This design comes from an exercise in tuning for small area, a short achievable clock period and few clock cycles per item on the open sky130 flow, not from production work. The RTL was checked by simulation tests, not by an equivalence proof against the original design. Power figures rest on the tool's default switching activity, not on a simulated workload.

**run.sh**
```bash
#!/bin/bash
# synth_recipe.tcl (not shown) runs the flow's synth.tcl, then flattens the netlist and writes it again
# the make line also repeats each setting of config.mk as NAME=value (left out here)
make -C /OpenROAD-flow-scripts/flow DESIGN_CONFIG=/design/flow/config.mk WORK_HOME=/design/flow/orfs CLKGATE_MAP_FILE= SYNTH_SCRIPT=/design/flow/synth_recipe.tcl finish
```
**constraint.sdc**
```tcl
create_clock -name core_clock -period 8.5 [get_ports {clk}]
set_input_delay 1.7000 -clock core_clock [delete_from_list [all_inputs] [get_ports {clk}]]
set_output_delay 1.7000 -clock core_clock [all_outputs]
set_load 0.01 [all_outputs]
```
**config.mk**
```make
export PLATFORM = sky130hd
export DESIGN_NAME = pipeCore
export DESIGN_NICKNAME = pipeCore
export VERILOG_FILES = /design/flow/design.v
export SDC_FILE = /design/flow/constraint.sdc
export NUM_CORES = 4
export LEC_CHECK = 0
export CAP_MARGIN = 20
export CORE_MARGIN = 2
export CORE_UTILIZATION = 25
export PLACE_DENSITY = 0.35
export SLEW_MARGIN = 20
```
**design.v**
```verilog
`timescale 1ns/1ps
`default_nettype none
package cpuPkg;
        typedef logic [4:0]  regAddr;
        typedef logic [31:0] dataWord;
        localparam logic [5:0] OP_RTYPE = 6'h00;
        localparam logic [5:0] OP_ADDIU = 6'h09;
        localparam logic [5:0] OP_ANDI  = 6'h0c;
        localparam logic [5:0] OP_ORI   = 6'h0d;
        localparam logic [5:0] OP_LUI   = 6'h0f;
        localparam logic [5:0] OP_LW    = 6'h23;
        localparam logic [5:0] OP_SW    = 6'h2b;
        localparam logic [5:0] FN_SLL  = 6'h00;
        localparam logic [5:0] FN_ADDU = 6'h21;
        localparam logic [5:0] FN_SUBU = 6'h23;
        localparam logic [5:0] FN_AND  = 6'h24;
        localparam logic [5:0] FN_OR   = 6'h25;
        localparam logic [5:0] FN_SLT  = 6'h2a;
        typedef struct packed {
                logic add;    
                logic sub;    
                logic slt;    
                logic andOp;  
                logic orOp;   
                logic sll;    
                logic load;   
        } resSel;
endpackage
`default_nettype wire
`timescale 1ns/1ps
`default_nettype none
module instrBuffer (
        input  logic        clk,
        input  logic        rstN,
        input  logic        instrValid,
        input  logic [31:0] instr,
        output logic        headValid,
        output logic [31:0] head,
        output logic        creditReturn
);
        always_ff @(posedge clk or negedge rstN)
        begin
                if (!rstN)
                        headValid <= 1'b0;
                else
                        headValid <= instrValid;
        end
        always_ff @(posedge clk)
                head <= instr;
        assign creditReturn = headValid;
endmodule
`default_nettype wire
`timescale 1ns/1ps
`default_nettype none
module decodeStage (
        input  logic            headValid,
        input  logic [31:0]     head,
        output cpuPkg::regAddr  rsAddr,
        output cpuPkg::regAddr  rtAddr,
        input  cpuPkg::dataWord readData1,
        input  cpuPkg::dataWord readData2,
        input  logic            exWrites,
        input  cpuPkg::regAddr  exDest,
        output logic            wrD,        
        output logic            stD,        
        output cpuPkg::regAddr  destD,
        output cpuPkg::resSel   selD,
        output cpuPkg::dataWord opAD,
        output cpuPkg::dataWord opBD,
        output logic            fwdAD,
        output logic            fwdBD,
        output logic [4:0]      shD,
        output logic [7:0]      offD
);
        logic [5:0]  op;
        logic [5:0]  fn;
        logic [15:0] imm;
        logic        isR;
        logic        useImm;
        logic        immSext;
        logic        lui;
        logic        regWe;
        assign op  = head[31:26];
        assign fn  = head[5:0];
        assign imm = head[15:0];
        assign rsAddr = head[25:21];
        assign rtAddr = head[20:16];
        assign isR = (op == cpuPkg::OP_RTYPE);
        assign lui = (op == cpuPkg::OP_LUI);
        always_comb
        begin
                selD = '0;
                if (isR)
                begin
                        selD.add   = (fn == cpuPkg::FN_ADDU);
                        selD.sub   = (fn == cpuPkg::FN_SUBU);
                        selD.andOp = (fn == cpuPkg::FN_AND);
                        selD.orOp  = (fn == cpuPkg::FN_OR);
                        selD.slt   = (fn == cpuPkg::FN_SLT);
                        selD.sll   = (fn == cpuPkg::FN_SLL);
                end
                else
                begin
                        selD.add   = (op == cpuPkg::OP_ADDIU);
                        selD.andOp = (op == cpuPkg::OP_ANDI);
                        selD.orOp  = (op == cpuPkg::OP_ORI);
                        selD.sll   = lui;
                        selD.load  = (op == cpuPkg::OP_LW);
                end
        end
        assign regWe   = |selD;
        assign useImm  = (op == cpuPkg::OP_ADDIU) || (op == cpuPkg::OP_ANDI) ||
                         (op == cpuPkg::OP_ORI) || lui;
        assign immSext = (op == cpuPkg::OP_ADDIU);
        assign destD = isR ? head[15:11] : head[20:16];
        assign wrD   = headValid && regWe && destD != '0;
        assign stD   = headValid && (op == cpuPkg::OP_SW);
        assign shD  = lui ? 5'd16 : head[10:6];
        assign offD = imm[7:0];
        assign opAD  = readData1;
        assign opBD  = useImm ? {{16{immSext & imm[15]}}, imm} : readData2;
        assign fwdAD = exWrites && exDest == rsAddr;
        assign fwdBD = exWrites && exDest == rtAddr && !useImm;
endmodule
`default_nettype wire
`timescale 1ns/1ps
`default_nettype none
module regFile (
        input  logic            clk,
        input  logic            rstN,
        input  cpuPkg::regAddr  rsAddr,
        input  cpuPkg::regAddr  rtAddr,
        output cpuPkg::dataWord readData1,
        output cpuPkg::dataWord readData2,
        input  logic            we,       
        input  cpuPkg::regAddr  wAddr,
        input  cpuPkg::dataWord wData
);
        logic [31:0][31:0] regs;
        logic [31:0]       written;
        assign regs[0]    = '0;
        assign written[0] = 1'b0;
        for (genvar i = 1; i < 32; i++)
        begin : g_reg
                always_ff @(posedge clk)
                        if (we && wAddr == 5'(i))
                                regs[i] <= wData;
                always_ff @(posedge clk or negedge rstN)
                        if (!rstN)
                                written[i] <= 1'b0;
                        else if (we && wAddr == 5'(i))
                                written[i] <= 1'b1;
        end
        assign readData1 = (we && wAddr == rsAddr) ? wData : (written[rsAddr] ? regs[rsAddr] : '0);
        assign readData2 = (we && wAddr == rtAddr) ? wData : (written[rtAddr] ? regs[rtAddr] : '0);
endmodule
`default_nettype wire
`timescale 1ns/1ps
`default_nettype none
module idExReg (
        input  logic            clk,
        input  logic            rstN,
        input  logic            wrD,
        input  logic            stD,
        input  cpuPkg::regAddr  destD,
        input  cpuPkg::resSel   selD,
        input  cpuPkg::dataWord opAD,
        input  cpuPkg::dataWord opBD,
        input  logic            fwdAD,
        input  logic            fwdBD,
        input  logic [4:0]      shD,
        input  logic [7:0]      offD,
        output logic            wrE,
        output logic            stE,
        output cpuPkg::regAddr  destE,
        output cpuPkg::resSel   selE,
        output cpuPkg::dataWord opAE,
        output cpuPkg::dataWord opBE,
        output logic            fwdAE,
        output logic            fwdBE,
        output logic [4:0]      shE,
        output logic [7:0]      offE
);
        always_ff @(posedge clk or negedge rstN)
        begin
                if (!rstN)
                begin
                        wrE <= 1'b0;
                        stE <= 1'b0;
                end
                else
                begin
                        wrE <= wrD;
                        stE <= stD;
                end
        end
        always_ff @(posedge clk)
        begin
                destE <= destD;
                selE  <= selD;
                opAE  <= opAD;
                opBE  <= opBD;
                fwdAE <= fwdAD;
                fwdBE <= fwdBD;
                shE   <= shD;
                offE  <= offD;
        end
endmodule
`default_nettype wire
`timescale 1ns/1ps
`default_nettype none
module executeStage (
        input  cpuPkg::resSel   selE,
        input  cpuPkg::dataWord opAE,
        input  cpuPkg::dataWord opBE,
        input  logic            fwdAE,
        input  logic            fwdBE,
        input  logic [4:0]      shE,
        input  logic [7:0]      offE,
        input  cpuPkg::dataWord wbData,
        input  cpuPkg::dataWord loadData,
        output logic [5:0]      memIdx,
        output cpuPkg::dataWord storeData,
        output cpuPkg::dataWord result
);
        cpuPkg::dataWord a;
        cpuPkg::dataWord b;
        cpuPkg::dataWord bx;
        cpuPkg::dataWord sum;
        logic            subMode;
        logic            lt;
        logic [7:0]      addr;
        assign a = fwdAE ? wbData : opAE;
        assign b = fwdBE ? wbData : opBE;
        assign subMode = selE.sub | selE.slt;
        assign bx      = b ^ {32{subMode}};
        assign sum     = a + bx + {31'd0, subMode};
        assign lt      = (a[31] ^ b[31]) ? a[31] : sum[31];
        assign addr      = a[7:0] + offE;
        assign memIdx    = addr[7:2];
        assign storeData = b;
        assign result = ({32{selE.add | selE.sub}} & sum)
                      | ({32{selE.andOp}} & (a & b))
                      | ({32{selE.orOp}}  & (a | b))
                      | {31'd0, selE.slt & lt}
                      | ({32{selE.sll}}   & (b << shE))
                      | ({32{selE.load}}  & loadData);
endmodule
`default_nettype wire
`timescale 1ns/1ps
`default_nettype none
module memWbStage (
        input  logic             clk,
        input  logic             rstN,
        input  logic [5:0]       memIdx,
        input  logic             storeE,
        input  cpuPkg::dataWord  storeData,
        output cpuPkg::dataWord  loadData,
        input  logic             wrE,
        input  cpuPkg::regAddr   destE,
        input  cpuPkg::dataWord  result,
        output logic             wbWe,
        output cpuPkg::regAddr   wbReg,
        output cpuPkg::dataWord  wbData
);
        logic [63:0][31:0] dmem;
        for (genvar i = 0; i < 64; i++)
        begin : g_word
                always_ff @(posedge clk)
                        if (storeE && memIdx == 6'(i))
                                dmem[i] <= storeData;
        end
        assign loadData = dmem[memIdx];
        always_ff @(posedge clk or negedge rstN)
        begin
                if (!rstN)
                        wbWe <= 1'b0;
                else
                        wbWe <= wrE;
        end
        always_ff @(posedge clk)
        begin
                wbReg  <= destE;
                wbData <= result;
        end
endmodule
`default_nettype wire
`timescale 1ns/1ps
`default_nettype none
module pipeCore (
        input  logic        clk,
        input  logic        rstN,
        input  logic        instrValid,
        input  logic [31:0] instr,
        output logic        creditReturn,
        output logic        retireValid,
        output logic [36:0] retire
);
        logic            headValid;
        logic [31:0]     head;
        cpuPkg::regAddr  rsAddr;
        cpuPkg::regAddr  rtAddr;
        cpuPkg::dataWord readData1;
        cpuPkg::dataWord readData2;
        logic            wrD, stD, fwdAD, fwdBD;
        cpuPkg::regAddr  destD;
        cpuPkg::resSel   selD;
        cpuPkg::dataWord opAD, opBD;
        logic [4:0]      shD;
        logic [7:0]      offD;
        logic            wrE, stE, fwdAE, fwdBE;
        cpuPkg::regAddr  destE;
        cpuPkg::resSel   selE;
        cpuPkg::dataWord opAE, opBE;
        logic [4:0]      shE;
        logic [7:0]      offE;
        logic [5:0]      memIdx;
        cpuPkg::dataWord storeData;
        cpuPkg::dataWord loadData;
        cpuPkg::dataWord result;
        logic            wbWe;
        cpuPkg::regAddr  wbReg;
        cpuPkg::dataWord wbData;
        instrBuffer u_instrBuffer (
                .clk          (clk),
                .rstN         (rstN),
                .instrValid   (instrValid),
                .instr        (instr),
                .headValid    (headValid),
                .head         (head),
                .creditReturn (creditReturn)
        );
        decodeStage u_decodeStage (
                .headValid (headValid),
                .head      (head),
                .rsAddr    (rsAddr),
                .rtAddr    (rtAddr),
                .readData1 (readData1),
                .readData2 (readData2),
                .exWrites  (wrE),
                .exDest    (destE),
                .wrD       (wrD),
                .stD       (stD),
                .destD     (destD),
                .selD      (selD),
                .opAD      (opAD),
                .opBD      (opBD),
                .fwdAD     (fwdAD),
                .fwdBD     (fwdBD),
                .shD       (shD),
                .offD      (offD)
        );
        regFile u_regFile (
                .clk       (clk),
                .rstN      (rstN),
                .rsAddr    (rsAddr),
                .rtAddr    (rtAddr),
                .readData1 (readData1),
                .readData2 (readData2),
                .we        (wbWe),
                .wAddr     (wbReg),
                .wData     (wbData)
        );
        idExReg u_idExReg (
                .clk   (clk),
                .rstN  (rstN),
                .wrD   (wrD),
                .stD   (stD),
                .destD (destD),
                .selD  (selD),
                .opAD  (opAD),
                .opBD  (opBD),
                .fwdAD (fwdAD),
                .fwdBD (fwdBD),
                .shD   (shD),
                .offD  (offD),
                .wrE   (wrE),
                .stE   (stE),
                .destE (destE),
                .selE  (selE),
                .opAE  (opAE),
                .opBE  (opBE),
                .fwdAE (fwdAE),
                .fwdBE (fwdBE),
                .shE   (shE),
                .offE  (offE)
        );
        executeStage u_executeStage (
                .selE      (selE),
                .opAE      (opAE),
                .opBE      (opBE),
                .fwdAE     (fwdAE),
                .fwdBE     (fwdBE),
                .shE       (shE),
                .offE      (offE),
                .wbData    (wbData),
                .loadData  (loadData),
                .memIdx    (memIdx),
                .storeData (storeData),
                .result    (result)
        );
        memWbStage u_memWbStage (
                .clk       (clk),
                .rstN      (rstN),
                .memIdx    (memIdx),
                .storeE    (stE),
                .storeData (storeData),
                .loadData  (loadData),
                .wrE       (wrE),
                .destE     (destE),
                .result    (result),
                .wbWe      (wbWe),
                .wbReg     (wbReg),
                .wbData    (wbData)
        );
        assign retireValid = wbWe;
        assign retire      = {wbReg, wbData};
endmodule
`default_nettype wire
```
==> results by group, run 1 <==
Floorplan
  • Die area: 0.5466 mm2
  • # rows: 270
  • Initial Utilization: 0.2506
  • Chip width: 739.3 um
  • Core Area: 0.5395 mm2
  • Die Y: 739.3 um
  • I/O pin cnt: 74

Synthesis
  • Ys flop type: edfxtp_1
  • Synth unique cells: 68
  • Synth top area cells: edfxtp_1 (68%), mux4_2 (18%), dfxtp_1 (2.4%)
  • Synth warn: 5
  • Synthesized area per cell: 19.19 um2
  • Syn Nets: 7120
  • Cell Area, Synth: 0.1352 mm2
  • Seq/Total Area, Yosys: 0.7055
  • Synth area leader: edfxtp_1
  • Async S/R FF share, synth: 0.01082
  • Top cell type's share of synthesized area: 0.6753
  • Post-Syn Instances: 7046
  • Synth Register Bits: 3235
  • EDFF count, synth: 3040

Detailed routing
  • Vias post-DR: 74120
  • Antenna-violating nets left: 0
  • DRT Pass-1 Iters: 6
  • Wire per inst: 35.25 um
  • Wirelength, routed: 525100 um
  • Initial drt markers: 7800
  • Via/cell ratio: 4.976
  • Residual DRC: 0

Final layout
  • Share of cells above drive strength 1: 0.2945
  • Reg area: 0.09542 mm2
  • Multi-input logic area: 0.03867 mm2
  • Area Growth Syn to Fin: 17.45%
  • Final nets: 7421
  • Fill count: 52740

Setup path
  • Kind of critical path: reg2reg
  • WP buf/inv: 4
  • Reg2reg path depth: 14
  • Slowest-stage cell, CP: a22oi_2
  • CP most frequent cell: buf_4
  • Worst setup EP type: register
  • Arr. time, crit path: 7.20 ns
  • Max incr delay on CP: 0.93 ns
  • Crit Path Max Fanout: 37
  • Worst-path cell chain: buf_4, mux2_2, ha_1, nand3_1, o21ai_1, a21oi_1, a22oi_2, buf_4, buf_4, buf_4, o22ai_1, o21ai_0, nand3_1, o21ai_1
  • CP Data Required Time: 9.43 ns
  • CP delay by family, top: compound AO/OA/AOI/OAI gates
  • Crit path depth: 14
  • Startpoint types: register

Clock tree
  • TritonCTS Buffers: 377
  • CTS clk-pin slew, worst paths: 0.06 ns
  • Sink Count: 3235
  • CTS H-Tree Depth: 5
  • CTS root buf: clkbuf_16
  • PostCTS Resize Cnt: 0
  • CTS hold repair buffers: 0
  • Post-CTS Repair Setup Buffers: 0
  • CTS Buffer Depth: 4
  • TritonCTS clock tree: yes
  • Clock latency on the worst-skew pair: 1.03 ns

Min path
  • Hold Path Stages: 0
  • Class of the worst hold path: reg2reg

Pwr
  • IR drop worst, VDD: 0.1790 mV
  • Leak: 0.05058 uW
  • Power per Cell Area: 245.0 mW/mm2
  • Total chip power: 38900 uW

Global routing
  • Vias in the first global route: 77220
  • Initial antenna violation count: 47
  • Total GRT Usage: 0.1872
  • Pin count of the biggest net entering global routing: 107
  • Gr ovfl total: 0
  • Global-route wire length before repair: 705400 um

Run status
  • Status: no timing/DRC/antenna violations

Place
  • Post-place setup slack: 2.212 ns
  • PortBufs: 73
  • DP Wirelength: 305800 um
  • Final GP Congestion: 0.7927

Timing
  • Final min period: 6.270 ns
  • Worst setup margin: 2.230 ns
  • Final hold vios: 0
  • Final worst-path cycle share: 0.7377
  • Worst Max-Slew Pin Slew: 1.205 ns
  • Final Max Slew Viols: 0
  • Final setup vio count: 0
  • Setup_tns: 0 ns
  • Clock Skew: 0.07793 ns
  • Max frequency: 159.5 MHz
  • Rel. slew slack: 0.1926
  • RSZ-0062 raised after global routing: false

Flow run
  • Max-Cap Viols: 0
## report_power, final
part,leakage (uW),total (uW),internal (uW),switching (uW)
Sequential,0.0301,17700,17600,111
Combinational,0.0147,5290,1800,3490
Clock,0.00582,15900,9090,6830
## stage by stage
stage,instances,area (um2),util,hold WS (ns)
after floorplan,7046,135200,-,0.3445
after CTS,14870,158700,0.2941,0.3826
after global routing,14890,158700,0.2942,0.3960
final,14900,158800,0.2943,0.3880
after detailed placement,14180,146800,0.2721,0.3797
after global placement,14160,146500,0.2715,0.3810
## registers in the layout (all words and copies together), names as in the netlist, 5 cells and up
register,cells
u_idExReg.opBE,32
u_regFile.regs,992
u_instrBuffer.head,32
u_idExReg.opAE,32
u_memWbStage.wbData,32
u_idExReg.selE,7
u_idExReg.destE,5
u_memWbStage.wbReg,5
u_idExReg.shE,5
u_regFile.written,31
u_memWbStage.dmem,2048
u_idExReg.offE,8
## logic make-up after synthesis
kind of cell	synth area share
AOI/OAI and AO/OA	0.03785
xor gates and xnor gates	0.005979
adders and majority gates	0.003665
buffers and inverters	0.01537
DFF	0.7055
muxes	0.1975
and+or+nand+nor	0.03412
## layout by cell type (no fill, tap or decap), drive strengths merged, types with 20 or more instances in the layout
master         netlist  layout
edfxtp            3040    3040
mux4              1056    1056
clkbuf             275     489
nand2              454     454
buf                200     325
nand3              204     204
nor2               188     188
o22ai              185     185
o21ai              166     166
clkinv               2     166
a21oi              163     163
dfxtp              160     160
mux2i              142     142
mux2               132     132
clkdlybuf4s50        0      72
a22o                64      64
a31oi               57      57
xnor2               53      53
or2                 49      49
nor3                47      47
inv                 31      44
ha                  38      38
dfrtp               35      35
xor2                35      35
o221ai              28      28
a221oi              26      26
bufinv               0      24
diode                0      22
a21o                22      22
o211ai              20      20
## final cells by class
cell class | instances | share of cell area
antenna | 22 | 0.0003468
clock buffer | 489 | 0.06344
timing repair buffer | 397 | 0.02264
sequential | 3235 | 0.6010
tap | 7208 | 0.05681
multi-input combinational | 3303 | 0.2436
clock inverter | 209 | 0.01142
inverter | 33 | 0.0007802
## worst paths after layout
path                                             start                     end  slack [ns]
max in group asynchronous                         rstN   u_regFile.written[28]        6.94
min in group asynchronous                         rstN           u_idExReg.stE        0.92
worst max register to register  u_memWbStage.wbData[2]  u_memWbStage.wbData[8]        2.23
worst min-delay path                u_idExReg.destE[0]   u_memWbStage.wbReg[0]        0.39
worst max-delay path            u_memWbStage.wbData[2]  u_memWbStage.wbData[8]        2.23
worst min register to register      u_idExReg.destE[0]   u_memWbStage.wbReg[0]        0.39
## metal layers
layer | share of wire | track usage
met5 | 0.000021 | 0
met4 | 0.024 | 0.04344
met3 | 0.052 | 0.02725
met2 | 0.48 | 0.3068
met1 | 0.45 | 0.2624
## Yosys cell counts, types with 28 or more instances
cell	n
a21oi_1	163
dfxtp_1	160
ha_1	38
mux2_2	132
nor3_1	47
xnor2_1	52
o21ai_0	161
nor2_1	188
a31oi_1	57
xor2_1	34
mux2i_1	141
buf_2	95
nand2_1	454
a22o_1	64
mux4_2	1056
o221ai_1	28
dfrtp_1	35
edfxtp_1	3040
inv_1	31
clkbuf_1	275
nand3_1	204
o22ai_1	185
buf_1	93
or2_2	49
## worst register-to-register path, stage by stage, from the launching register on
cell and delay, ns:
dfxtp_2 0.31, buf_4 0.24, mux2_2 0.39, ha_1 0.87, nand3_1 0.15, o21ai_1 0.52
a21oi_1 0.27, a22oi_2 0.93, buf_4 0.48, buf_4 0.21, buf_4 0.20, o22ai_1 0.09
o21ai_0 0.62, nand3_1 0.66, o21ai_1 0.29
Testbench counts, summed over its fixed seeds: cycles 16,024, instrs 16,000.
==> run 2: changes to the inputs <==
--- a/design.v
+++ b/design.v
@@ -35,18 +35,41 @@
         input  logic        instrValid,
         input  logic [31:0] instr,
+        input  logic        stall,
         output logic        headValid,
         output logic [31:0] head,
         output logic        creditReturn
 );
+        logic [31:0] skid;
+        logic [1:0]  occ;         
+        logic [1:0]  owed;        
+        logic [1:0]  occNext;
+        logic [1:0]  owedNext;
+        logic        advance;
+        assign headValid = (occ != 2'd0);
+        assign advance   = headValid && !stall;
+        assign occNext  = occ - 2'(advance) + 2'(instrValid);
+        assign owedNext = owed + 2'(instrValid) - 2'(creditReturn);
         always_ff @(posedge clk or negedge rstN)
         begin
                 if (!rstN)
-                        headValid <= 1'b0;
+                begin
+                        occ          <= '0;
+                        owed         <= '0;
+                        creditReturn <= 1'b0;
+                end
                 else
-                        headValid <= instrValid;
+                begin
+                        occ          <= occNext;
+                        owed         <= owedNext;
+                        creditReturn <= (owedNext != 2'd0) && (occNext == owedNext) && !stall;
+                end
         end
         always_ff @(posedge clk)
-                head <= instr;
-        assign creditReturn = headValid;
+        begin
+                if (!headValid || advance)
+                        head <= (occ == 2'd2) ? skid : instr;
+                if ((occ == 2'd2 && advance) || (occ == 2'd1 && !advance))
+                        skid <= instr;
+        end
 endmodule
 `default_nettype wire
@@ -71,5 +94,6 @@
         output logic            fwdBD,
         output logic [4:0]      shD,
-        output logic [7:0]      offD
+        output logic [5:0]      idxD,       
+        output logic            stall       
 );
         logic [5:0]  op;
@@ -114,8 +138,12 @@
         assign immSext = (op == cpuPkg::OP_ADDIU);
         assign destD = isR ? head[15:11] : head[20:16];
-        assign wrD   = headValid && regWe && destD != '0;
-        assign stD   = headValid && (op == cpuPkg::OP_SW);
+        assign stall = headValid && (selD.load || op == cpuPkg::OP_SW) &&
+                       exWrites && exDest == rsAddr;
+        assign wrD   = headValid && !stall && regWe && destD != '0;
+        assign stD   = headValid && !stall && (op == cpuPkg::OP_SW);
         assign shD  = lui ? 5'd16 : head[10:6];
-        assign offD = imm[7:0];
+        logic [7:0] addrD;
+        assign addrD = readData1[7:0] + imm[7:0];
+        assign idxD  = addrD[7:2];
         assign opAD  = readData1;
         assign opBD  = useImm ? {{16{immSext & imm[15]}}, imm} : readData2;
@@ -135,5 +163,7 @@
         input  logic            we,       
         input  cpuPkg::regAddr  wAddr,
-        input  cpuPkg::dataWord wData
+        input  cpuPkg::dataWord wData,
+        input  cpuPkg::regAddr  byAddr,   
+        input  cpuPkg::dataWord byData
 );
         logic [31:0][31:0] regs;
@@ -152,6 +182,24 @@
                                 written[i] <= 1'b1;
         end
-        assign readData1 = (we && wAddr == rsAddr) ? wData : (written[rsAddr] ? regs[rsAddr] : '0);
-        assign readData2 = (we && wAddr == rtAddr) ? wData : (written[rtAddr] ? regs[rtAddr] : '0);
+        logic [31:0]       sel1, sel2;
+        logic [31:0][31:0] col1, col2;    
+        cpuPkg::dataWord        rd1, rd2;
+        for (genvar i = 0; i < 32; i++)
+        begin : g_sel
+                assign sel1[i] = written[i] && rsAddr == 5'(i);
+                assign sel2[i] = written[i] && rtAddr == 5'(i);
+        end
+        for (genvar b = 0; b < 32; b++)
+        begin : g_col
+                for (genvar i = 0; i < 32; i++)
+                begin : g_reg
+                        assign col1[b][i] = sel1[i] & regs[i][b];
+                        assign col2[b][i] = sel2[i] & regs[i][b];
+                end
+                assign rd1[b] = |col1[b];
+                assign rd2[b] = |col2[b];
+        end
+        assign readData1 = (we && byAddr == rsAddr) ? byData : rd1;
+        assign readData2 = (we && byAddr == rtAddr) ? byData : rd2;
 endmodule
 `default_nettype wire
@@ -170,5 +218,5 @@
         input  logic            fwdBD,
         input  logic [4:0]      shD,
-        input  logic [7:0]      offD,
+        input  logic [5:0]      idxD,
         output logic            wrE,
         output logic            stE,
@@ -180,5 +228,5 @@
         output logic            fwdBE,
         output logic [4:0]      shE,
-        output logic [7:0]      offE
+        output logic [5:0]      idxE
 );
         always_ff @(posedge clk or negedge rstN)
@@ -204,5 +252,5 @@
                 fwdBE <= fwdBD;
                 shE   <= shD;
-                offE  <= offD;
+                idxE  <= idxD;
         end
 endmodule
@@ -217,5 +265,5 @@
         input  logic            fwdBE,
         input  logic [4:0]      shE,
-        input  logic [7:0]      offE,
+        input  logic [5:0]      idxE,
         input  cpuPkg::dataWord wbData,
         input  cpuPkg::dataWord loadData,
@@ -230,5 +278,4 @@
         logic            subMode;
         logic            lt;
-        logic [7:0]      addr;
         assign a = fwdAE ? wbData : opAE;
         assign b = fwdBE ? wbData : opBE;
@@ -237,6 +284,5 @@
         assign sum     = a + bx + {31'd0, subMode};
         assign lt      = (a[31] ^ b[31]) ? a[31] : sum[31];
-        assign addr      = a[7:0] + offE;
-        assign memIdx    = addr[7:2];
+        assign memIdx    = idxE;
         assign storeData = b;
         assign result = ({32{selE.add | selE.sub}} & sum)
@@ -262,20 +308,43 @@
         output logic             wbWe,
         output cpuPkg::regAddr   wbReg,
-        output cpuPkg::dataWord  wbData
+        output cpuPkg::dataWord  wbData,
+        output cpuPkg::regAddr   retReg,
+        output cpuPkg::dataWord  retData
 );
         logic [63:0][31:0] dmem;
+        logic [63:0]       sel;    
         for (genvar i = 0; i < 64; i++)
         begin : g_word
                 always_ff @(posedge clk)
-                        if (storeE && memIdx == 6'(i))
+                        if (storeE && sel[i])
                                 dmem[i] <= storeData;
         end
-        assign loadData = dmem[memIdx];
+        logic [31:0][63:0] col;    
+        for (genvar i = 0; i < 64; i++)
+        begin : g_sel
+                assign sel[i] = (memIdx == 6'(i));
+        end
+        for (genvar b = 0; b < 32; b++)
+        begin : g_col
+                for (genvar i = 0; i < 64; i++)
+                begin : g_w
+                        assign col[b][i] = sel[i] & dmem[i][b];
+                end
+                assign loadData[b] = |col[b];
+        end
         always_ff @(posedge clk or negedge rstN)
         begin
                 if (!rstN)
-                        wbWe <= 1'b0;
+                begin
+                        wbWe    <= 1'b0;
+                        retReg  <= '0;
+                        retData <= '0;
+                end
                 else
-                        wbWe <= wrE;
+                begin
+                        wbWe    <= wrE;
+                        retReg  <= destE;
+                        retData <= result;
+                end
         end
         always_ff @(posedge clk)
@@ -298,4 +367,5 @@
 );
         logic            headValid;
+        logic            stall;
         logic [31:0]     head;
         cpuPkg::regAddr  rsAddr;
@@ -308,5 +378,5 @@
         cpuPkg::dataWord opAD, opBD;
         logic [4:0]      shD;
-        logic [7:0]      offD;
+        logic [5:0]      idxD;
         logic            wrE, stE, fwdAE, fwdBE;
         cpuPkg::regAddr  destE;
@@ -314,5 +384,5 @@
         cpuPkg::dataWord opAE, opBE;
         logic [4:0]      shE;
-        logic [7:0]      offE;
+        logic [5:0]      idxE;
         logic [5:0]      memIdx;
         cpuPkg::dataWord storeData;
@@ -322,4 +392,6 @@
         cpuPkg::regAddr  wbReg;
         cpuPkg::dataWord wbData;
+        cpuPkg::regAddr  retReg;
+        cpuPkg::dataWord retData;
         instrBuffer u_instrBuffer (
                 .clk          (clk),
@@ -327,4 +399,5 @@
                 .instrValid   (instrValid),
                 .instr        (instr),
+                .stall        (stall),
                 .headValid    (headValid),
                 .head         (head),
@@ -349,5 +422,6 @@
                 .fwdBD     (fwdBD),
                 .shD       (shD),
-                .offD      (offD)
+                .idxD      (idxD),
+                .stall     (stall)
         );
         regFile u_regFile (
@@ -359,6 +433,8 @@
                 .readData2 (readData2),
                 .we        (wbWe),
-                .wAddr     (wbReg),
-                .wData     (wbData)
+                .wAddr     (retReg),
+                .wData     (retData),
+                .byAddr    (wbReg),
+                .byData    (wbData)
         );
         idExReg u_idExReg (
@@ -374,5 +450,5 @@
                 .fwdBD (fwdBD),
                 .shD   (shD),
-                .offD  (offD),
+                .idxD  (idxD),
                 .wrE   (wrE),
                 .stE   (stE),
@@ -384,5 +460,5 @@
                 .fwdBE (fwdBE),
                 .shE   (shE),
-                .offE  (offE)
+                .idxE  (idxE)
         );
         executeStage u_executeStage (
@@ -393,5 +469,5 @@
                 .fwdBE     (fwdBE),
                 .shE       (shE),
-                .offE      (offE),
+                .idxE      (idxE),
                 .wbData    (wbData),
                 .loadData  (loadData),
@@ -412,8 +488,10 @@
                 .wbWe      (wbWe),
                 .wbReg     (wbReg),
-                .wbData    (wbData)
+                .wbData    (wbData),
+                .retReg    (retReg),
+                .retData   (retData)
         );
         assign retireValid = wbWe;
-        assign retire      = {wbReg, wbData};
+        assign retire      = {retReg, retData};
 endmodule
 `default_nettype wire
--- a/config.mk
+++ b/config.mk
@@ -6,7 +6,10 @@
 export NUM_CORES = 4
 export LEC_CHECK = 0
+export ABC_CLOCK_PERIOD_IN_PS = 2500
 export CAP_MARGIN = 20
 export CORE_MARGIN = 2
-export CORE_UTILIZATION = 25
-export PLACE_DENSITY = 0.35
+export CORE_UTILIZATION = 30
+export PLACE_DENSITY = 0.45
+export SETUP_SLACK_MARGIN = 5.0
 export SLEW_MARGIN = 20
+export TNS_END_PERCENT = 100
==> run 2 against run 1 <==
Against the previous run: still clean; total power up 17%; setup slack improved by 2.6 ns; synthesized cell count increased by 14%; sequential share of layout area up 1.4 points; global-route usage is 11 points higher; sequential power grew 13%; final area about the same; synthesized area down 4.4%; via count is 29% higher; sequential cell count grew 71; hold slack improved by 0.023 ns; final cell count is 1.3% lower.
==> results by group, run 2 <==
Floorplan
  • Initial Utilization: 0.3007
  • # rows: 241
  • Core Area: 0.4297 mm2
  • I/O pin cnt: 74
  • Die area: 0.4359 mm2
  • Chip width: 660.3 um
  • Die Y: 660.3 um

Synthesis
  • Syn Nets: 8123
  • Cell Area, Synth: 0.1292 mm2
  • Synth Register Bits: 3306
  • Seq/Total Area, Yosys: 0.7557
  • Top cell type's share of synthesized area: 0.7214
  • Ys flop type: edfxtp_1
  • Synth top area cells: edfxtp_1 (72%), a22oi_1 (7.8%), dfxtp_1 (2.0%)
  • Most common cell in the netlist: edfxtp_1
  • Post-Syn Instances: 8044
  • Async S/R FF share, synth: 0.02299
  • Synth top cells by count: edfxtp_1 (3104), a22oi_1 (1334), nand2_1 (422)
  • Synth area leader: edfxtp_1
  • Synth unique cells: 89
  • EDFF count, synth: 3104
  • Synth warn: 5
  • Synthesized area per cell: 16.06 um2

Global routing
  • Global-route wire length before repair: 871400 um
  • GR Util met1: 0.3791
  • Busiest grt layer: met2
  • Vias in the first global route: 88570
  • Met3 Usage GRT: 0.08867
  • Initial antenna violation count: 60
  • Met2 GRT Util: 0.4660
  • Pin count of the biggest net entering global routing: 70
  • Gr ovfl total: 0
  • Total GRT Usage: 0.2996

Setup path
  • Crit Path Max Fanout: 26
  • Reg2reg path depth: 13
  • Startpoint types: register
  • Worst setup EP type: register
  • Worst R2R Start: u_instrBuffer.head[23]
  • R2R setup slack: 4.79 ns
  • CP Data Required Time: 9.32 ns
  • Max incr delay on CP: 0.73 ns
  • Slowest-stage cell, CP: buf_4
  • Kind of critical path: reg2reg
  • RR Endpoint: u_idExReg.idxE[5]
  • Arr. time, crit path: 4.54 ns
  • Worst-path cell chain: buf_6, nor2b_4, and3_2, buf_4, a221oi_1, nand4_1, nor3_2, a21oi_1, ha_1, o21a_1, nor2_1, a21oi_2, xor2_1

Place
  • PortBufs: 73
  • Post-place setup slack: 3.490 ns
  • Final GP Congestion: 0.9238
  • Placed insts: 13630
  • DP Wirelength: 357000 um

Clock tree
  • CTS root buf: clkbuf_16
  • Sink Count: 3306
  • TritonCTS clock tree: yes
  • TritonCTS Buffers: 345
  • CTS H-Tree Depth: 5
  • CTS Buffer Depth: 4
  • Clock latency on the worst-skew pair: 0.99 ns
  • CTS clk-pin slew, worst paths: 0.06 ns

Detailed routing
  • DRT Pass-1 Iters: 12
  • Vias post-DR: 95960
  • Wire per inst: 46.57 um
  • Antenna-violating nets left: 0
  • Wirelength, routed: 684900 um
  • Initial drt markers: 21110
  • Via/cell ratio: 6.525
  • Residual DRC: 0

Final layout
  • Biggest registers after layout: u_memWbStage.dmem: 2048 flops, u_regFile.regs: 992 flops
  • Area Growth Syn to Fin: 22.92%
  • Non-Filler Instances: 14710
  • Biggest register: u_memWbStage.dmem
  • Final nets: 8777
  • Number of flip-flops in the largest register: 2048
  • Share of cells above drive strength 1: 0.2256
  • Commonest cells after routing, fill and taps aside: edfxtp_1 (3104), a22oi_1 (1298), buf_4 (500)
  • Final core utilization: 0.3696
  • Leading cell type in the layout, fill and taps excluded: edfxtp_1

Pwr
  • Leak: 0.05408 uW
  • IR drop worst, VDD: 0.1737 mV
  • Power per Cell Area: 287.7 mW/mm2

Min path
  • Hold Path Stages: 0
  • Hold Path End: u_memWbStage.wbWe
  • Class of the worst hold path: reg2reg
  • HP Start: u_idExReg.wrE

Timing
  • Rel. slew slack: 0.05971
  • Final Max Slew Viols: 0
  • Final hold vios: 0
  • Final worst-path cycle share: 0.4370
  • RSZ-0062 raised after global routing: true
  • Clock Skew: 0.05943 ns
  • Setup_tns: 0 ns
  • Final min period: 3.714 ns
  • Max frequency: 269.2 MHz
  • Worst setup margin: 4.786 ns
  • Final setup vio count: 0
  • Worst Max-Slew Pin Slew: 1.400 ns

Run status
  • Status: no timing/DRC/antenna violations

Flow run
  • Max-Cap Viols: 0
==> run 2: cell count changes after synthesis, sizes merged, moves of 63 or more <==
cell | previous run | this run
a22oi | 9 | 1334
mux4 | 1056 | 12
a221oi | 26 | 282
a22o | 64 | 277
nand4 | 14 | 225
o22ai | 185 | 2
and3 | 16 | 161
clkbuf | 275 | 390
a21oi | 163 | 73
nor3 | 47 | 129
nand3 | 204 | 137
edfxtp | 3040 | 3104
mux2i | 142 | 79
==> run 2: cells by family after synthesis <==
| logic type | share of synthesized area |
|---|---|
| xor+xnor | 0.005559 |
| compound gates | 0.1381 |
| fa+ha+maj | 0.004319 |
| flops | 0.7557 |
| buf+inv | 0.01847 |
| mux | 0.01646 |
| simple gates | 0.06138 |
==> run 2: per-layer routing <==
layer  up-vias  part of all wire
met4        22             0.063
met3      2230              0.14
met1     49660              0.35
met5         -           0.00042
li1      34800                 -
met2      9255              0.44
==> run 2: area by class of cell <==
| cell class | instances | area, um2 |
|---|---|---|
| clock inverters | 188 | 1914 |
| repair buffers | 855 | 10160 |
| flip-flops and latches | 3306 | 97720 |
| clock buffers | 436 | 9279 |
| multi-input cells | 4156 | 32400 |
| repair inverters | 2 | 10.01 |
| diodes | 21 | 52.55 |
| well taps | 5710 | 7144 |
| fillers | 39940 | 270900 |
| inverters | 32 | 123.9 |
==> run 2: repair_timing <==
item,CTS,global route
endpoints found under the setup margin,484,111
pin swaps,117,138
setup buffers,246,119
hold buffers,0,0
resized for setup,832,274
cloned,46,21
==> run 2: metrics by stage <==
stage,hold WS (ns),total power [uW],cell area (um2)
after CTS,0.4151,44470,155900
after global routing,0.4333,46460,158800
after global placement,0.3969,27860,138400
after detailed placement,0.3905,27960,138800
final,0.4110,45690,158800
after floorplan,0.3660,23790,129300
==> run 2: where the power goes <==
| group | internal [uW] | switching [uW] | total, uW |
|---|---|---|---|
| combinational | 3040 | 7110 | 10100 |
| sequential | 19500 | 474 | 20000 |
| clock | 8840 | 6700 | 15500 |
==> run 2: worst max path at each step <==
stage,from,endpoint,cells past startpoint
floorplan,u_idExReg.fwdBE,u_memWbStage.retData[28],13
global placement,u_idExReg.idxE[3],u_memWbStage.retData[26],9
detailed placement,u_idExReg.fwdBE,u_memWbStage.retData[26],13
CTS,u_idExReg.fwdBE,u_memWbStage.retData[28],15
global route,u_idExReg.idxE[5],u_memWbStage.retData[31],11
finish,u_instrBuffer.head[23],u_idExReg.idxE[5],13
==> run 2: critical path, delay by kind of cell, from the launching register on <==
kind	cells	cell delay [ns]
adder cells (fa/ha/maj)	1	0.34
buffers and inverters	2	0.90
AO/OA/AOI/OAI	4	0.70
XOR/XNOR	1	0.16
flip-flops	1	0.48
AND/OR/NAND/NOR	5	0.99
Testbench counts of run 2, summed over its fixed seeds: cycles 16,157, instrs 16,000.
==> run 3: changes to the inputs <==
--- a/config.mk
+++ b/config.mk
@@ -10,6 +10,8 @@
 export CORE_MARGIN = 2
 export CORE_UTILIZATION = 30
+export CTS_CLUSTER_DIAMETER = 100
+export CTS_CLUSTER_SIZE = 20
 export PLACE_DENSITY = 0.45
 export SETUP_SLACK_MARGIN = 5.0
 export SLEW_MARGIN = 20
-export TNS_END_PERCENT = 100
+export TNS_END_PERCENT = 5
==> run 3 against run 2 <==
Against the previous run: combinational power fell by 9%; global-route usage fell by 1.0 points; critical path type unchanged; non-clock buffer count is 205 lower; final area shrank 6.4%; clock skew up 0.023 ns; first-iteration DRC count down 4.7%; count of clock-buffer cells in the layout is 197 lower; die area stayed put; still clean; sequential power about the same; synthesized area unchanged; final cell count shrank 4.0%.
==> results by group, run 3 <==
Run status
  • Status: no timing/DRC/antenna violations

Place
  • Final GP Congestion: 0.9213
  • Placed insts: 13630
  • DP Wirelength: 357800 um
  • PortBufs: 73

Synthesis
  • Adder-Cell Fraction of Synth Area: 0.004319
  • Seq/Total Area, Yosys: 0.7557
  • Synth area leader: edfxtp_1
  • XOR/XNOR share of the synthesized area: 0.005559
  • Post-synthesis compound-gate area fraction: 0.1381
  • Synthesized area per cell: 16.06 um2
  • Synth Register Bits: 3306
  • Synth warn: 5
  • Post-synthesis simple-gate area fraction: 0.06138
  • Async S/R FF share, synth: 0.02299
  • EDFF count, synth: 3104
  • Synth unique cells: 89
  • Multiplexer share of the synthesized area: 0.01646
  • Syn Nets: 8123
  • Ys flop type: edfxtp_1
  • Post-Syn Instances: 8044
  • Synth top cells by count: edfxtp_1 (3104), a22oi_1 (1334), nand2_1 (422)
  • Cell Area, Synth: 0.1292 mm2
  • Largest family of logic cells by synthesized area: compound AO/OA/AOI/OAI gates
  • Top cell type's share of synthesized area: 0.7214
  • Synth top area cells: edfxtp_1 (72%), a22oi_1 (7.8%), dfxtp_1 (2.0%)
  • Most common cell in the netlist: edfxtp_1

Pwr
  • Power per Cell Area: 262.2 mW/mm2
  • Leak: 0.04924 uW
  • IR drop worst, VDD: 0.1744 mV

Timing
  • RSZ-0062 raised after global routing: true
  • Worst Max-Slew Pin Slew: 1.275 ns
  • Max frequency: 255.8 MHz
  • WHS: 0.4278 ns
  • Final Max Slew Viols: 0
  • Final min period: 3.910 ns
  • Final worst-path cycle share: 0.4600
  • Final hold vios: 0
  • Setup_tns: 0 ns
  • Rel. slew slack: 0.1432
  • Final setup vio count: 0
  • Clock Skew: 0.08203 ns

Min path
  • HP Start: u_idExReg.wrE
  • Class of the worst hold path: reg2reg

Final layout
  • Number of flip-flops in the largest register: 2048
  • Leading cell type in the layout, fill and taps excluded: edfxtp_1
  • Fill count: 40630
  • Share of cells above drive strength 1: 0.1674
  • Commonest cells after routing, fill and taps aside: edfxtp_1 (3104), a22oi_1 (1314), nand2_1 (418)
  • Biggest register: u_memWbStage.dmem
  • Non-Filler Instances: 14120
  • Final nets: 8417
  • Area Growth Syn to Fin: 15.00%
  • Biggest registers after layout: u_memWbStage.dmem: 2048 flops, u_regFile.regs: 992 flops

Global routing
  • Pin count of the biggest net entering global routing: 70
  • Gr ovfl total: 0
  • Initial antenna violation count: 44
  • Total GRT Usage: 0.2894
  • Global-route wire length before repair: 843900 um
  • Vias in the first global route: 86450

Setup path
  • Origin of the worst setup path: u_idExReg.idxE[3]
  • Worst R2R Start: u_idExReg.idxE[3]
  • Kind of critical path: reg2reg
  • Worst setup EP type: register
  • Startpoint types: register
  • Arr. time, crit path: 4.67 ns
  • Crit Path Max Fanout: 11
  • CP Data Required Time: 9.26 ns

Clock tree
  • Clock latency on the worst-skew pair: 0.98 ns
  • CTS clk-pin slew, worst paths: 0.09 ns
  • Sink Count: 3306
  • CTS root buf: clkbuf_16
  • CTS H-Tree Depth: 4
  • CTS hold repair buffers: 0
  • CTS Buffer Depth: 4
  • TritonCTS clock tree: yes
  • TritonCTS Buffers: 193

Floorplan
  • Chip width: 660.3 um
  • I/O pin cnt: 74
  • Die Y: 660.3 um
  • # rows: 241
  • Core Area: 0.4297 mm2
  • Die area: 0.4359 mm2
  • Initial Utilization: 0.3007

Detailed routing
  • Via/cell ratio: 6.532
  • Residual DRC: 0
  • Wirelength, routed: 657700 um
  • Initial drt markers: 20120
  • DRT Pass-1 Iters: 10
  • Antenna-violating nets left: 0
  • Wire per inst: 46.58 um
  • Vias post-DR: 92230

Flow run
  • Max-Cap Viols: 0
-- run 3: cell counts after synthesis --
No cell type changed its count.
-- run 3: power by group --
part	leakage, uW	total (uW)	switching [uW]	internal [uW]
clock	0.00253	9730	5530	4200
sequential	0.0315	20000	521	19500
combinational	0.0152	9200	6690	2510
total	0.0492	39000	12700	26200
-- run 3: final timing paths --
check,slack (ns),depth (start not counted),end
min reg2reg,0.43,0,u_memWbStage.wbWe
max in group asynchronous,6.42,2,u_memWbStage.retData[7]
min in group asynchronous,0.82,1,u_memWbStage.retReg[1]
max,4.59,12,u_memWbStage.retData[13]
max reg2reg,4.59,12,u_memWbStage.retData[13]
min,0.43,0,u_memWbStage.wbWe
-- run 3: logic make-up after synthesis --
group	Yosys count
buffers and inverters	591
and+or+nand+nor	1534
AOI/OAI and AO/OA	2302
xor gates and xnor gates	82
adders and majority gates	44
DFF	3306
muxes	185
-- run 3: area by class of cell --
cell class                 count  area, um2  area share
clock inverter                11      127.6   0.0008590
timing repair buffer         650       6799     0.04576
tap                         5710       7144     0.04809
multi-input combinational   4155      31590      0.2126
clock buffer                 239       5065     0.03409
antenna                       16      40.04   0.0002695
sequential                  3306      97690      0.6575
inverter                      32      125.1   0.0008421
-- run 3: what timing repair did --
| action | CTS | global route |
|---|---|---|
| gates cloned | 20 | 13 |
| resized for setup | 485 | 166 |
| setup endpoints to repair | 418 | 189 |
| pin swaps | 63 | 69 |
| setup buffers | 120 | 74 |
-- run 3: metrics by stage --
step                      setup slack, ns  total power (uW)    util  area (um2)
final                               4.590             38960  0.3458      148600
after global routing                4.588             39690  0.3457      148500
after CTS                           4.721             38090  0.3417      146800
after detailed placement            3.567             27960  0.3225      138600
after global placement              3.564             27890  0.3221      138400
after floorplan                     4.925             23780       -      129200
-- run 3: worst max-delay path: stages, from the launching register on --
cell and delay (ns):
dfxtp_4 0.40, buf_4 0.19, nor4bb_1 0.13, buf_4 0.20
and2_2 0.22, buf_6 0.20, buf_8 0.22, a22oi_1 0.16
nand2_1 0.15, nor3_1 0.47, nand4_1 0.73, a221oi_1 0.50
o21ai_0 0.18
-- run 3: routing by layer --
metal  wire, um  track usage  part of all wire
met3      81780      0.07981              0.12
met4      45000       0.1548             0.068
met2     293700       0.4526              0.45
met5        186            0           0.00028
met1     237000       0.3648              0.36
==> run 4: changes to the inputs <==
--- a/config.mk
+++ b/config.mk
@@ -15,3 +15,3 @@
 export SETUP_SLACK_MARGIN = 5.0
 export SLEW_MARGIN = 20
-export TNS_END_PERCENT = 5
+export TNS_END_PERCENT = 100
==> run 4 against run 3 <==
Against the previous run: clock power is essentially flat; global-route usage grew 0.47 points; register-to-register slack gained 0.03 ns; combinational power grew 6.1%; fmax grew 0.71%; sequential cell count is the same; setup slack gained 0.027 ns; hold slack lost 0.011 ns; routed wire length grew 2.2%; via count grew 1.8%; sequential power is essentially flat; largest cell class unchanged; largest power group unchanged; highest routed layer unchanged.
==> results by group, run 4 <==
Run status
  • Status: no timing/DRC/antenna violations

Floorplan
  • Core Area: 0.4297 mm2
  • # rows: 241
  • Initial Utilization: 0.3007
  • Die area: 0.4359 mm2
  • Chip width: 660.3 um
  • Die Y: 660.3 um
  • I/O pin cnt: 74

Detailed routing
  • Residual DRC: 0
  • Initial drt markers: 20000
  • Wire per inst: 47.02 um
  • Antenna-violating nets left: 0
  • Vias post-DR: 93860
  • DRT Pass-1 Iters: 13
  • Via/cell ratio: 6.565
  • Wirelength, routed: 672100 um

Flow run
  • Max-Cap Viols: 0

Timing
  • Rel. slew slack: 0.08908
  • Final min period: 3.882 ns
  • Max frequency: 257.6 MHz
  • Worst Max-Slew Pin Slew: 1.356 ns
  • Final worst-path cycle share: 0.4567
  • RSZ-0062 raised after global routing: true
  • Final hold vios: 0
  • Worst setup margin: 4.618 ns
  • Final setup vio count: 0
  • Setup_tns: 0 ns
  • Final Max Slew Viols: 0
  • Clock Skew: 0.09271 ns

Clock tree
  • Sink Count: 3306
  • CTS root buf: clkbuf_16
  • CTS clk-pin slew, worst paths: 0.09 ns
  • CTS hold repair buffers: 0
  • CTS Buffer Depth: 4
  • TritonCTS Buffers: 189
  • CTS H-Tree Depth: 4
  • Clock latency on the worst-skew pair: 1.01 ns
  • TritonCTS clock tree: yes

Final layout
  • Final nets: 8591
  • Biggest register: u_memWbStage.dmem
  • Number of flip-flops in the largest register: 2048
  • Leading cell type in the layout, fill and taps excluded: edfxtp_1
  • Design Area, Final: 0.1520 mm2
  • Area Growth Syn to Fin: 17.64%
  • Biggest registers after layout: u_memWbStage.dmem: 2048 flops, u_regFile.regs: 992 flops
  • Commonest cells after routing, fill and taps aside: edfxtp_1 (3104), a22oi_1 (1293), buf_4 (488)
  • Share of cells above drive strength 1: 0.1986

Synthesis
  • Cell Area, Synth: 0.1292 mm2
  • Top cell type's share of synthesized area: 0.7214
  • Synth warn: 5
  • Synthesized area per cell: 16.06 um2
  • EDFF count, synth: 3104
  • Synth top area cells: edfxtp_1 (72%), a22oi_1 (7.8%), dfxtp_1 (2.0%)
  • Syn Nets: 8123
  • Ys flop type: edfxtp_1
  • Async S/R FF share, synth: 0.02299
  • Most common cell in the netlist: edfxtp_1
  • Post-Syn Instances: 8044
  • Synth unique cells: 89
  • Synth area leader: edfxtp_1
  • Seq/Total Area, Yosys: 0.7557
  • Synth Register Bits: 3306
  • Synth top cells by count: edfxtp_1 (3104), a22oi_1 (1334), nand2_1 (422)

Place
  • Final GP Congestion: 0.9238
  • DP Wirelength: 357000 um
  • Post-DP Area: 0.1388 mm2
  • Post-place setup slack: 3.490 ns
  • PortBufs: 73

Global routing
  • Global-route wire length before repair: 856200 um
  • Initial antenna violation count: 53
  • Pin count of the biggest net entering global routing: 70
  • Total GRT Usage: 0.2942
  • Vias in the first global route: 86330
  • Gr ovfl total: 0

Setup path
  • Arr. time, crit path: 4.70 ns
  • RR Endpoint: u_memWbStage.retData[31]
  • Startpoint types: register
  • Worst setup EP type: register
  • R2R setup slack: 4.62 ns
  • Crit Path Max Fanout: 11
  • Reg2reg path depth: 11
  • Worst R2R Start: u_idExReg.idxE[3]
  • Kind of critical path: reg2reg
  • CP Data Required Time: 9.32 ns

Pwr
  • IR drop worst, VDD: 0.1794 mV
  • Leak: 0.05080 uW
  • Power per Cell Area: 259.5 mW/mm2

Min path
  • Hold Path End: u_memWbStage.wbWe
  • Hold Path Stages: 0
  • HP Start: u_idExReg.wrE
  • Class of the worst hold path: reg2reg
==> run 4: per-layer routing <==
layer / vias to the layer above / track usage / share of wire
li1: 34150 / - / -
met1: 48870 / 0.3754 / 0.36
met2: 8759 / 0.4656 / 0.45
met3: 2059 / 0.07878 / 0.13
met4: 22 / 0.1371 / 0.062
met5: - / 0.0004433 / 0.00023
==> run 4: report_power, final <==
group / switching (uW) / internal (uW)
registers: 464 / 19500
logic: 6930 / 2830
clock network: 5560 / 4150
total: 13000 / 26500
==> run 4: area by class of cell <==
cell class	instances	area, um2
inverter	32	123.9
multi-input combinational	4155	32280
tap	5710	7144
fill	40530	277700
clock inverter	11	123.9
sequential	3306	97720
timing repair buffer	826	9547
clock buffer	235	4997
timing repair inverter	2	12.51
antenna	19	47.55
==> run 4: worst max-delay path by stage <==
stage	slack, ns	to	startpoint
2_1_floorplan	4.98	u_memWbStage.retData[28]	u_idExReg.fwdBE
3_3_place_gp	3.48	u_memWbStage.retData[26]	u_idExReg.idxE[3]
3_5_place_dp	3.49	u_memWbStage.retData[26]	u_idExReg.fwdBE
4_1_cts	4.70	u_memWbStage.retData[28]	u_idExReg.fwdBE
5_1_grt	4.66	u_memWbStage.retData[31]	u_idExReg.idxE[2]
6_report	4.62	u_memWbStage.retData[31]	u_idExReg.idxE[3]
==> run 4: worst max-delay path, cell delays in order (launching register included) <==
cell and delay, ns:
dfxtp_4 0.38, buf_8 0.14, nor4bb_4 0.16, buf_4 0.17
and2_4 0.18, buf_16 0.17, a22oi_2 0.21, nand4_1 0.34
nor3_2 0.28, nand4_1 0.71, a221o_1 0.63, a211o_1 0.30
==> run 4: through the flow <==
step | util | total power [uW] | hold slack, ns | std cells
after floorplan | - | 23790 | 0.3660 | 8044
after global placement | 0.3221 | 27860 | 0.3969 | 13610
after detailed placement | 0.3230 | 27960 | 0.3905 | 13630
after CTS | 0.3457 | 38300 | 0.4227 | 14080
after global routing | 0.3536 | 40130 | 0.4413 | 14280
final | 0.3537 | 39440 | 0.4171 | 14300
==> run 4: cells by family after synthesis <==
| kind of cell | count (synthesis) | synth area share |
|---|---|---|
| compound gates | 2302 | 0.1381 |
| simple gates | 1534 | 0.06138 |
| buf+inv | 591 | 0.01847 |
| mux | 185 | 0.01646 |
| flops | 3306 | 0.7557 |
| fa+ha+maj | 44 | 0.004319 |
| xor+xnor | 82 | 0.005559 |
==> run 4: repair_timing <==
item	CTS	global route
pin swaps	103	143
buffers inserted	168	179
resized for setup	758	311
setup endpoints to repair	481	93
gates cloned	37	19
==> run 5: changes to the inputs <==
--- a/design.v
+++ b/design.v
@@ -38,4 +38,6 @@
         output logic        headValid,
         output logic [31:0] head,
+        output logic [31:0] rsSel,        
+        output logic [31:0] rtSel,
         output logic        creditReturn
 );
@@ -46,4 +48,5 @@
         logic [1:0]  owedNext;
         logic        advance;
+        logic [31:0] headNext;
         assign headValid = (occ != 2'd0);
         assign advance   = headValid && !stall;
@@ -65,8 +68,16 @@
                 end
         end
+        assign headNext = (occ == 2'd2) ? skid : instr;
         always_ff @(posedge clk)
         begin
                 if (!headValid || advance)
-                        head <= (occ == 2'd2) ? skid : instr;
+                begin
+                        head <= headNext;
+                        for (int i = 0; i < 32; i++)
+                        begin
+                                rsSel[i] <= (headNext[25:21] == 5'(i));
+                                rtSel[i] <= (headNext[20:16] == 5'(i));
+                        end
+                end
                 if ((occ == 2'd2 && advance) || (occ == 2'd1 && !advance))
                         skid <= instr;
@@ -94,5 +105,5 @@
         output logic            fwdBD,
         output logic [4:0]      shD,
-        output logic [5:0]      idxD,       
+        output logic [63:0]     memSelD,    
         output logic            stall       
 );
@@ -145,5 +156,8 @@
         logic [7:0] addrD;
         assign addrD = readData1[7:0] + imm[7:0];
-        assign idxD  = addrD[7:2];
+        for (genvar k = 0; k < 64; k++)
+        begin : g_word
+                assign memSelD[k] = (addrD[7:2] == 6'(k));
+        end
         assign opAD  = readData1;
         assign opBD  = useImm ? {{16{immSext & imm[15]}}, imm} : readData2;
@@ -159,4 +173,6 @@
         input  cpuPkg::regAddr  rsAddr,
         input  cpuPkg::regAddr  rtAddr,
+        input  logic [31:0]     rsSel,    
+        input  logic [31:0]     rtSel,
         output cpuPkg::dataWord readData1,
         output cpuPkg::dataWord readData2,
@@ -187,6 +203,6 @@
         for (genvar i = 0; i < 32; i++)
         begin : g_sel
-                assign sel1[i] = written[i] && rsAddr == 5'(i);
-                assign sel2[i] = written[i] && rtAddr == 5'(i);
+                assign sel1[i] = written[i] && rsSel[i];
+                assign sel2[i] = written[i] && rtSel[i];
         end
         for (genvar b = 0; b < 32; b++)
@@ -218,5 +234,5 @@
         input  logic            fwdBD,
         input  logic [4:0]      shD,
-        input  logic [5:0]      idxD,
+        input  logic [63:0]     memSelD,
         output logic            wrE,
         output logic            stE,
@@ -228,5 +244,5 @@
         output logic            fwdBE,
         output logic [4:0]      shE,
-        output logic [5:0]      idxE
+        output logic [63:0]     memSelE
 );
         always_ff @(posedge clk or negedge rstN)
@@ -252,5 +268,5 @@
                 fwdBE <= fwdBD;
                 shE   <= shD;
-                idxE  <= idxD;
+                memSelE <= memSelD;
         end
 endmodule
@@ -265,8 +281,6 @@
         input  logic            fwdBE,
         input  logic [4:0]      shE,
-        input  logic [5:0]      idxE,
         input  cpuPkg::dataWord wbData,
         input  cpuPkg::dataWord loadData,
-        output logic [5:0]      memIdx,
         output cpuPkg::dataWord storeData,
         output cpuPkg::dataWord result
@@ -284,5 +298,4 @@
         assign sum     = a + bx + {31'd0, subMode};
         assign lt      = (a[31] ^ b[31]) ? a[31] : sum[31];
-        assign memIdx    = idxE;
         assign storeData = b;
         assign result = ({32{selE.add | selE.sub}} & sum)
@@ -299,5 +312,5 @@
         input  logic             clk,
         input  logic             rstN,
-        input  logic [5:0]       memIdx,
+        input  logic [63:0]      memSel,    
         input  logic             storeE,
         input  cpuPkg::dataWord  storeData,
@@ -307,4 +320,5 @@
         input  cpuPkg::dataWord  result,
         output logic             wbWe,
+        output logic             retValid,
         output cpuPkg::regAddr   wbReg,
         output cpuPkg::dataWord  wbData,
@@ -313,21 +327,17 @@
 );
         logic [63:0][31:0] dmem;
-        logic [63:0]       sel;    
+        logic              wbWeN;
         for (genvar i = 0; i < 64; i++)
         begin : g_word
                 always_ff @(posedge clk)
-                        if (storeE && sel[i])
+                        if (storeE && memSel[i])
                                 dmem[i] <= storeData;
         end
         logic [31:0][63:0] col;    
-        for (genvar i = 0; i < 64; i++)
-        begin : g_sel
-                assign sel[i] = (memIdx == 6'(i));
-        end
         for (genvar b = 0; b < 32; b++)
         begin : g_col
                 for (genvar i = 0; i < 64; i++)
                 begin : g_w
-                        assign col[b][i] = sel[i] & dmem[i][b];
+                        assign col[b][i] = memSel[i] & dmem[i][b];
                 end
                 assign loadData[b] = |col[b];
@@ -337,15 +347,18 @@
                 if (!rstN)
                 begin
-                        wbWe    <= 1'b0;
-                        retReg  <= '0;
-                        retData <= '0;
+                        wbWeN    <= 1'b1;
+                        retValid <= 1'b0;
+                        retReg   <= '0;
+                        retData  <= '0;
                 end
                 else
                 begin
-                        wbWe    <= wrE;
-                        retReg  <= destE;
-                        retData <= result;
+                        wbWeN    <= !wrE;
+                        retValid <= wrE;
+                        retReg   <= destE;
+                        retData  <= result;
                 end
         end
+        assign wbWe = !wbWeN;
         always_ff @(posedge clk)
         begin
@@ -369,4 +382,6 @@
         logic            stall;
         logic [31:0]     head;
+        logic [31:0]     rsSel;
+        logic [31:0]     rtSel;
         cpuPkg::regAddr  rsAddr;
         cpuPkg::regAddr  rtAddr;
@@ -378,5 +393,5 @@
         cpuPkg::dataWord opAD, opBD;
         logic [4:0]      shD;
-        logic [5:0]      idxD;
+        logic [63:0]     memSelD;
         logic            wrE, stE, fwdAE, fwdBE;
         cpuPkg::regAddr  destE;
@@ -384,6 +399,5 @@
         cpuPkg::dataWord opAE, opBE;
         logic [4:0]      shE;
-        logic [5:0]      idxE;
-        logic [5:0]      memIdx;
+        logic [63:0]     memSelE;
         cpuPkg::dataWord storeData;
         cpuPkg::dataWord loadData;
@@ -402,4 +416,6 @@
                 .headValid    (headValid),
                 .head         (head),
+                .rsSel        (rsSel),
+                .rtSel        (rtSel),
                 .creditReturn (creditReturn)
         );
@@ -422,5 +438,5 @@
                 .fwdBD     (fwdBD),
                 .shD       (shD),
-                .idxD      (idxD),
+                .memSelD   (memSelD),
                 .stall     (stall)
         );
@@ -430,9 +446,11 @@
                 .rsAddr    (rsAddr),
                 .rtAddr    (rtAddr),
+                .rsSel     (rsSel),
+                .rtSel     (rtSel),
                 .readData1 (readData1),
                 .readData2 (readData2),
                 .we        (wbWe),
-                .wAddr     (retReg),
-                .wData     (retData),
+                .wAddr     (wbReg),
+                .wData     (wbData),
                 .byAddr    (wbReg),
                 .byData    (wbData)
@@ -450,5 +468,5 @@
                 .fwdBD (fwdBD),
                 .shD   (shD),
-                .idxD  (idxD),
+                .memSelD (memSelD),
                 .wrE   (wrE),
                 .stE   (stE),
@@ -460,5 +478,5 @@
                 .fwdBE (fwdBE),
                 .shE   (shE),
-                .idxE  (idxE)
+                .memSelE (memSelE)
         );
         executeStage u_executeStage (
@@ -469,8 +487,6 @@
                 .fwdBE     (fwdBE),
                 .shE       (shE),
-                .idxE      (idxE),
                 .wbData    (wbData),
                 .loadData  (loadData),
-                .memIdx    (memIdx),
                 .storeData (storeData),
                 .result    (result)
@@ -479,5 +495,5 @@
                 .clk       (clk),
                 .rstN      (rstN),
-                .memIdx    (memIdx),
+                .memSel    (memSelE),
                 .storeE    (stE),
                 .storeData (storeData),
@@ -487,4 +503,5 @@
                 .result    (result),
                 .wbWe      (wbWe),
+                .retValid  (retireValid),
                 .wbReg     (wbReg),
                 .wbData    (wbData),
@@ -492,5 +509,4 @@
                 .retData   (retData)
         );
-        assign retireValid = wbWe;
         assign retire      = {retReg, retData};
 endmodule
==> run 5 against run 4 <==
Against the previous run: global-route usage up 0.95 points; sequential share of layout area rose by 2.1 points; synthesized area grew 1.6%; fmax grew 4.6%; critical path type unchanged; highest routed layer unchanged.
==> results by group, run 5 <==
Run status
  • Status: no timing/DRC/antenna violations

Synthesis
  • EDFF count, synth: 3166
  • Ys flop type: edfxtp_1
  • Synth top area cells: edfxtp_1 (72%), a221oi_1 (5.0%), a22o_1 (4.9%)
  • Synthesized area per cell: 16.84 um2
  • Synth warn: 5
  • Synth top cells by count: edfxtp_1 (3166), a221oi_1 (753), a22o_1 (735)
  • Cell Area, Synth: 0.1313 mm2
  • Post-Syn Instances: 7797
  • Synth Register Bits: 3427
  • Syn Nets: 7875
  • Synth area leader: edfxtp_1
  • Most common cell in the netlist: edfxtp_1
  • Synth unique cells: 80
  • Seq/Total Area, Yosys: 0.7670
  • Top cell type's share of synthesized area: 0.7243
  • Async S/R FF share, synth: 0.02247

Clock tree
  • CTS Buffer Depth: 4
  • CTS root buf: clkbuf_16
  • Sink Count: 3427
  • CTS clk-pin slew, worst paths: 0.09 ns
  • CTS H-Tree Depth: 4
  • CTS hold repair buffers: 0
  • TritonCTS clock tree: yes
  • TritonCTS Buffers: 196
  • Clock latency on the worst-skew pair: 1.00 ns

Global routing
  • Gr ovfl total: 0
  • Pin count of the biggest net entering global routing: 70
  • Total GRT Usage: 0.3037
  • Initial antenna violation count: 62
  • Global-route wire length before repair: 890800 um
  • Vias in the first global route: 87200

Timing
  • Final min period: 3.713 ns
  • RSZ-0062 raised after global routing: true
  • Final hold vios: 0
  • Final worst-path cycle share: 0.4368
  • Worst Max-Slew Pin Slew: 1.258 ns
  • Max frequency: 269.3 MHz
  • Rel. slew slack: 0.1612
  • Clock Skew: 0.06972 ns
  • Final Max Slew Viols: 0
  • Final setup vio count: 0
  • Setup_tns: 0 ns

Floorplan
  • Chip width: 665.5 um
  • # rows: 242
  • Initial Utilization: 0.3017
  • I/O pin cnt: 74
  • Die area: 0.4429 mm2
  • Core Area: 0.4351 mm2
  • Die Y: 665.5 um

Setup path
  • Worst setup EP type: register
  • Crit Path Max Fanout: 5
  • Worst R2R Start: u_idExReg.fwdBE
  • Kind of critical path: reg2reg
  • Arr. time, crit path: 4.51 ns
  • RR Endpoint: u_memWbStage.retData[31]
  • Reg2reg path depth: 17
  • CP Data Required Time: 9.30 ns
  • Startpoint types: register
  • R2R setup slack: 4.79 ns

Detailed routing
  • Vias post-DR: 95510
  • Wire per inst: 49.65 um
  • Wirelength, routed: 699500 um
  • Antenna-violating nets left: 0
  • Initial drt markers: 21950
  • Via/cell ratio: 6.780
  • Residual DRC: 0
  • DRT Pass-1 Iters: 11

Place
  • Final GP Congestion: 0.9096
  • DP Wirelength: 390800 um
  • Placed insts: 13500
  • PortBufs: 73

Final layout
  • Non-Filler Instances: 14090
  • Final nets: 8296
  • Area Growth Syn to Fin: 15.78%
  • Number of flip-flops in the largest register: 2048
  • Fill count: 40770
  • Biggest register: u_memWbStage.dmem
  • Commonest cells after routing, fill and taps aside: edfxtp_1 (3166), a22o_1 (735), a221oi_1 (733)
  • Leading cell type in the layout, fill and taps excluded: edfxtp_1
  • Reg area: 0.1009 mm2
  • Share of cells above drive strength 1: 0.1878
  • Multi-input logic area: 0.03097 mm2
  • Biggest registers after layout: u_memWbStage.dmem: 2048 flops, u_regFile.regs: 992 flops, u_idExReg.memSelE: 64 flops

Flow run
  • Max-Cap Viols: 0

Min path
  • Class of the worst hold path: reg2reg
  • Hold Path Stages: 0
  • Hold Path End: u_memWbStage.retValid
  • HP Start: u_idExReg.wrE

Pwr
  • Power per Cell Area: 293.3 mW/mm2
  • Leak: 0.04944 uW
  • IR drop worst, VDD: 0.3525 mV
==> run 5: metrics by stage <==
stage | setup slack [ns] | hold slack, ns | utilization | cell area (um2) | total power, uW
4_1_cts | 4.770 | 0.3898 | 0.3467 | 150900 | 43760
5_1_grt | 4.704 | 0.4057 | 0.3491 | 151900 | 45050
3_5_place_dp | 2.691 | 0.3625 | 0.3251 | 141500 | 32750
6_report | 4.787 | 0.3920 | 0.3493 | 152000 | 44580
2_1_floorplan | 4.778 | 0.3537 | - | 131600 | 25850
3_3_place_gp | 2.784 | 0.3717 | 0.3250 | 141400 | 32730
==> run 5: report_power, final <==
part,internal [uW],switching [uW],leakage [uW]
logic,3690,9430,0.0142
clock network,4370,5810,0.00265
registers,20200,1040,0.0326
total,28300,16300,0.0494
==> run 5: worst max-delay path by stage <==
| stage | startpoint | slack [ns] | end | cells after the start |
|---|---|---|---|---|
| 4_1_cts | u_idExReg.fwdBE | 4.77 | u_memWbStage.retData[31] | 15 |
| 2_1_floorplan | u_idExReg.fwdBE | 4.78 | u_memWbStage.retData[30] | 14 |
| 3_3_place_gp | u_idExReg.fwdBE | 2.78 | u_memWbStage.retData[31] | 14 |
| 3_5_place_dp | u_idExReg.fwdBE | 2.69 | u_memWbStage.retData[31] | 14 |
| 6_report | u_idExReg.fwdBE | 4.79 | u_memWbStage.retData[31] | 17 |
| 5_1_grt | u_idExReg.fwdBE | 4.70 | u_memWbStage.retData[27] | 17 |
==> run 5: logic make-up after synthesis <==
group           after synthesis  share of synthesized area
mux                         181                    0.01537
fa+ha+maj                    43                   0.004156
compound gates             2312                     0.1445
buf+inv                     576                    0.01661
flops                      3427                     0.7670
xor+xnor                     88                   0.005929
simple gates               1170                    0.04637
==> run 5: timing repair <==
action                                 CTS  global route
endpoints found under the hold margin    0             0
gates cloned                            38             1
resized for setup                      565           147
buffers inserted                       168            43
pin swaps                              135            70
setup endpoints to repair              218           181
==> run 5: final cells by class <==
class	instances	share of cell area
sequential	3427	0.6639
timing repair buffer	704	0.04571
inverter	69	0.002083
clock buffer	286	0.03491
timing repair inverter	18	0.0006092
antenna	32	0.0005269
multi-input combinational	3802	0.2038
tap	5734	0.04721
clock inverter	15	0.001276
==> run 5: routing by layer <==
| metal | vias to the layer above | global-route usage | wire length, um |
|---|---|---|---|
| li1 | 33660 | - | - |
| met1 | 50400 | 0.4135 | 266300 |
| met4 | 35 | 0.1582 | 46290 |
| met2 | 9386 | 0.4334 | 288200 |
| met5 | - | 0.001519 | 593 |
| met3 | 2028 | 0.09342 | 98070 |
==> run 5: worst max-delay path: stages, from the launching register on <==
cell        delay [ns]
dfxtp_4           0.39
buf_12            0.13
buf_6             0.10
buf_12            0.12
buf_12            0.12
mux2i_4           0.26
clkinvlp_4        0.21
xnor2_2           0.19
ha_4              0.20
a21o_1            0.17
a21oi_2           0.14
o21ai_2           0.08
a221o_1           0.34
a31oi_4           0.31
o21ai_4           0.12
a21oi_4           0.32
xnor2_2           0.19
o221ai_2          0.13
Testbench counts of run 5, summed over its fixed seeds: cycles 16,157, instrs 16,000.

Check on run 5: ideal ports give 4.787 ns setup slack; a clkbuf_16 on the clock port and buf_2 on the inputs give 4.787 ns; moving port delays by the midpoint clock arrival (1.082 ns) as well gives 4.739 ns.
